Source: an optimization exercise on an open RTL-to-GDS flow (aim: small area, a short achievable clock period and few clock cycles). Production flows keep margins and buffers that such runs may drop. Function was checked by simulation only, so behaviour that the tests miss may differ from the original.

Design rpn_stack_evaluator, start of the top module:
module rpn_stack_evaluator (
	input  logic                           clk,
	input  logic                           arst_n,
	input  logic                           s_tvalid,
	output logic                           s_tready,
	input  logic [rse_pkg::SYM_W-1:0]      s_tdata,    
	input  logic                           s_tlast,
	output logic                           m_tvalid,
	input  logic                           m_tready,
	output logic [rse_pkg::WORD_W-1:0]     m_tdata,    
	output logic                           m_tuser     
);
	localparam int W   = rse_pkg::WORD_W;
	localparam int D   = rse_pkg::STACK_DEPTH;
	localparam int CW  = rse_pkg::CNT_W;
	localparam int K   = 6;           
	localparam int R   = D - K;       
	localparam int PHW = 6;
	localparam logic [1:0] S_CH  = 2'd0;
	localparam logic [1:0] S_MUL = 2'd1;
	localparam logic [1:0] S_DIV = 2'd2;
	localparam logic [1:0] S_DNORM = 2'd3;
	function automatic logic [5:0] blen(input logic [W-1:0] x);
		blen = '0;
		for (int i = 0; i < W; i++) begin
			if (x[i]) begin
				blen = 6'(i + 1);
			end
		end
	endfunction
  ...
==> flow/config.mk <==
export PLATFORM = sky130hd
export DESIGN_NAME = rpn_stack_evaluator
export DESIGN_NICKNAME = rpn_stack_evaluator
export VERILOG_FILES = /design/flow/design.v
export SDC_FILE = /design/flow/constraint.sdc
export NUM_CORES = 4
export LEC_CHECK = 0
export CAP_MARGIN = 20
export CORE_MARGIN = 2
export CORE_UTILIZATION = 40
export CTS_CLUSTER_DIAMETER = 100
export CTS_CLUSTER_SIZE = 25
export PLACE_DENSITY = 0.7
export SLEW_MARGIN = 20
export TNS_END_PERCENT = 5
==> flow/constraint.sdc <==
create_clock -name core_clock -period 10.0 [get_ports {clk}]
set_input_delay 2.0000 -clock core_clock [delete_from_list [all_inputs] [get_ports {clk}]]
set_output_delay 2.0000 -clock core_clock [all_outputs]
set_load 0.01 [all_outputs]
standard.sh (not shown) runs the stock make flow with config.mk's settings and CLKGATE_MAP_FILE= SYNTH_SCRIPT=/design/flow/synth_recipe.tcl, a recipe that flattens the netlist after the stock synthesis.
==> flow/flow/run.sh <==
#!/bin/bash
set -euo pipefail
bash standard.sh SETUP_SLACK_MARGIN=6 finish > flow_make.log 2>&1
The first run passed the timing, design-rule and antenna checks.
Testbench counts at the start, summed over its fixed seeds: cycles 45,572.
Change:
==> flow/run.sh (new file) <==
#!/bin/bash
# synth_recipe.tcl (not shown) runs the flow's synth.tcl, then flattens the netlist and writes it again
# the make line also repeats each setting of config.mk as NAME=value (left out here)
make -C /OpenROAD-flow-scripts/flow DESIGN_CONFIG=/design/flow/config.mk WORK_HOME=/design/flow/orfs CLKGATE_MAP_FILE= SYNTH_SCRIPT=/design/flow/synth_recipe.tcl finish
Settings changed: CTS_CLUSTER_SIZE 25 to 28, PLACE_DENSITY 0.7 to default, SETUP_SLACK_MARGIN from default to 5, TNS_END_PERCENT 5 to default.
removed: flow/flow/run.sh
removed: flow/standard.sh
Outcome: Sequential cell count is unchanged; setup slack got worse by 560 ps; die area does not change; count of clock-buffer cells in the layout is lower by 14; maximum frequency fell by roughly a tenth.

rpn_stack_evaluator again, from the RTL that the note above started with.
## rpn_stack_evaluator
module rpn_stack_evaluator (
	input  logic                           clk,
	input  logic                           arst_n,
	input  logic                           s_tvalid,
	output logic                           s_tready,
	input  logic [rse_pkg::SYM_W-1:0]      s_tdata,    
	input  logic                           s_tlast,
	output logic                           m_tvalid,
	input  logic                           m_tready,
	output logic [rse_pkg::WORD_W-1:0]     m_tdata,    
	output logic                           m_tuser     
);
Settings: LEC_CHECK=0, CAP_MARGIN=20, CORE_MARGIN=2, CORE_UTILIZATION=40, CTS_CLUSTER_DIAMETER=100, CTS_CLUSTER_SIZE=28, SLEW_MARGIN=20, TNS_END_PERCENT=5; clock period 10.0 ns.
==> flow/flow/run.sh <==
#!/bin/bash
set -euo pipefail
bash standard.sh SETUP_SLACK_MARGIN=6 finish > flow_make.log 2>&1
Testbench counts at the start, summed over its fixed seeds: cycles 45,572.
Next try:
--- a/flow/config.mk
+++ b/flow/config.mk
@@ -11,3 +11,4 @@
 export CTS_CLUSTER_DIAMETER = 100
-export CTS_CLUSTER_SIZE = 28
+export CTS_CLUSTER_SIZE = 25
+export PLACE_DENSITY = 0.5
 export SLEW_MARGIN = 20
- The new run passed the timing, design-rule and antenna checks
- worst setup slack gets worse by 0.10 ns
- synthesized area stays the same
- non-clock buffer count decreases by 17
- wire length increases by about 3.3%
- clock-buffer cell count increases by 17
- cell count stays flat
- die area is unchanged
- fmax decreases by about 2.4%
- core utilization stays flat
Next try:
==> flow/flow/run.sh (replaced) <==
#!/bin/bash
set -euo pipefail
bash standard.sh SETUP_SLACK_MARGIN=5.75 finish > flow_make.log 2>&1
--- a/flow/config.mk
+++ b/flow/config.mk
@@ -12,3 +12,2 @@
 export CTS_CLUSTER_SIZE = 25
-export PLACE_DENSITY = 0.5
 export SLEW_MARGIN = 20
The changed run completed without violations; global-route usage is lower by 0.83 points; sequential share of layout area is higher by 0.84 points; worst setup slack improved by 0.038 ns; final cell count is lower slightly.
Next try:
==> flow/flow/run.sh (replaced) <==
#!/bin/bash
set -euo pipefail
bash standard.sh SETUP_SLACK_MARGIN=6 finish > flow_make.log 2>&1
Worst setup slack gains 0.15 ns.

rpn_stack_evaluator again, from the RTL that the note above started with.
clock: 10.0 ns
lec_check: 0
cap_margin: 20
core_margin: 2
core_utilization: 40
cts_cluster_diameter: 100
cts_cluster_size: 25
slew_margin: 20
==> flow/flow/run.sh <==
#!/bin/bash
set -euo pipefail
bash standard.sh SETUP_SLACK_MARGIN=6 finish > flow_make.log 2>&1
Testbench counts at the start, summed over its fixed seeds: cycles 45,572.
==> next run, changes <==
==> flow/flow/run.sh (replaced) <==
#!/bin/bash
set -euo pipefail
bash standard.sh SETUP_SLACK_MARGIN=6.5 finish > flow_make.log 2>&1
Settings changed: TNS_END_PERCENT set to 5.
What happened: Critical path depth climbs by 2. Worst setup slack loses 110 ps. Design area hardly moves. Final cell count barely changes. Clock-buffer cell count fell by 1. Global-route usage hardly moves. Via count rose by about 0.34%. Die area stays the same. Clock skew came out higher by 11 ps. Routed wire length stays flat. Synthesized area does not change.

==> separate check: timing with driven ports <==
How much do the figures lean on ideal ports? The routed layouts below were timed once more, with nothing changed but the port constraints. Step 1, drivers: a clkbuf_16 drives clk and a buf_2 each remaining input, both assumed. Step 2 adds t to the input delays and takes it off the output delays; t is the mean of the earliest and latest rising clock arrival at the registers after step 1. Input paths then give back, and output paths get back, about the clock's delay inside the block. a / b / c = ideal ports / drivers / drivers and shift; a / b = the first two.
| run | shift t [ns] | slack for setup (ns) | worst setup path after step 2 | latest minus earliest clock arrival (ns) | cell pins on the clock port's net |
|---|---|---|---|---|---|
| the first run of note 1 | 0.819 | 5.803 / 5.803 / 5.803 | register to register | 0.077 / 0.077 | 1 |
| the second run of note 1 | 0.835 | 5.239 / 5.239 / 5.239 | register to register | 0.068 / 0.068 | 1 |
| the first run of note 2 | 0.836 | 5.740 / 5.740 / 5.740 | register to register | 0.076 / 0.075 | 1 |
| the second run of note 2 | 0.878 | 5.637 / 5.637 / 5.637 | register to register | 0.072 / 0.072 | 1 |
| the third run of note 2 | 0.854 | 5.675 / 5.675 / 5.675 | register to register | 0.064 / 0.064 | 1 |
| the fourth run of note 2 | 0.855 | 5.829 / 5.829 / 5.829 | register to register | 0.063 / 0.063 | 1 |
| the first run of note 3 | 0.824 | 5.807 / 5.807 / 5.807 | register to register | 0.068 / 0.069 | 1 |
| the second run of note 3 | 0.843 | 5.693 / 5.693 / 5.693 | register to register | 0.063 / 0.063 | 1 |
After both steps setup and hold are still met in every run listed.
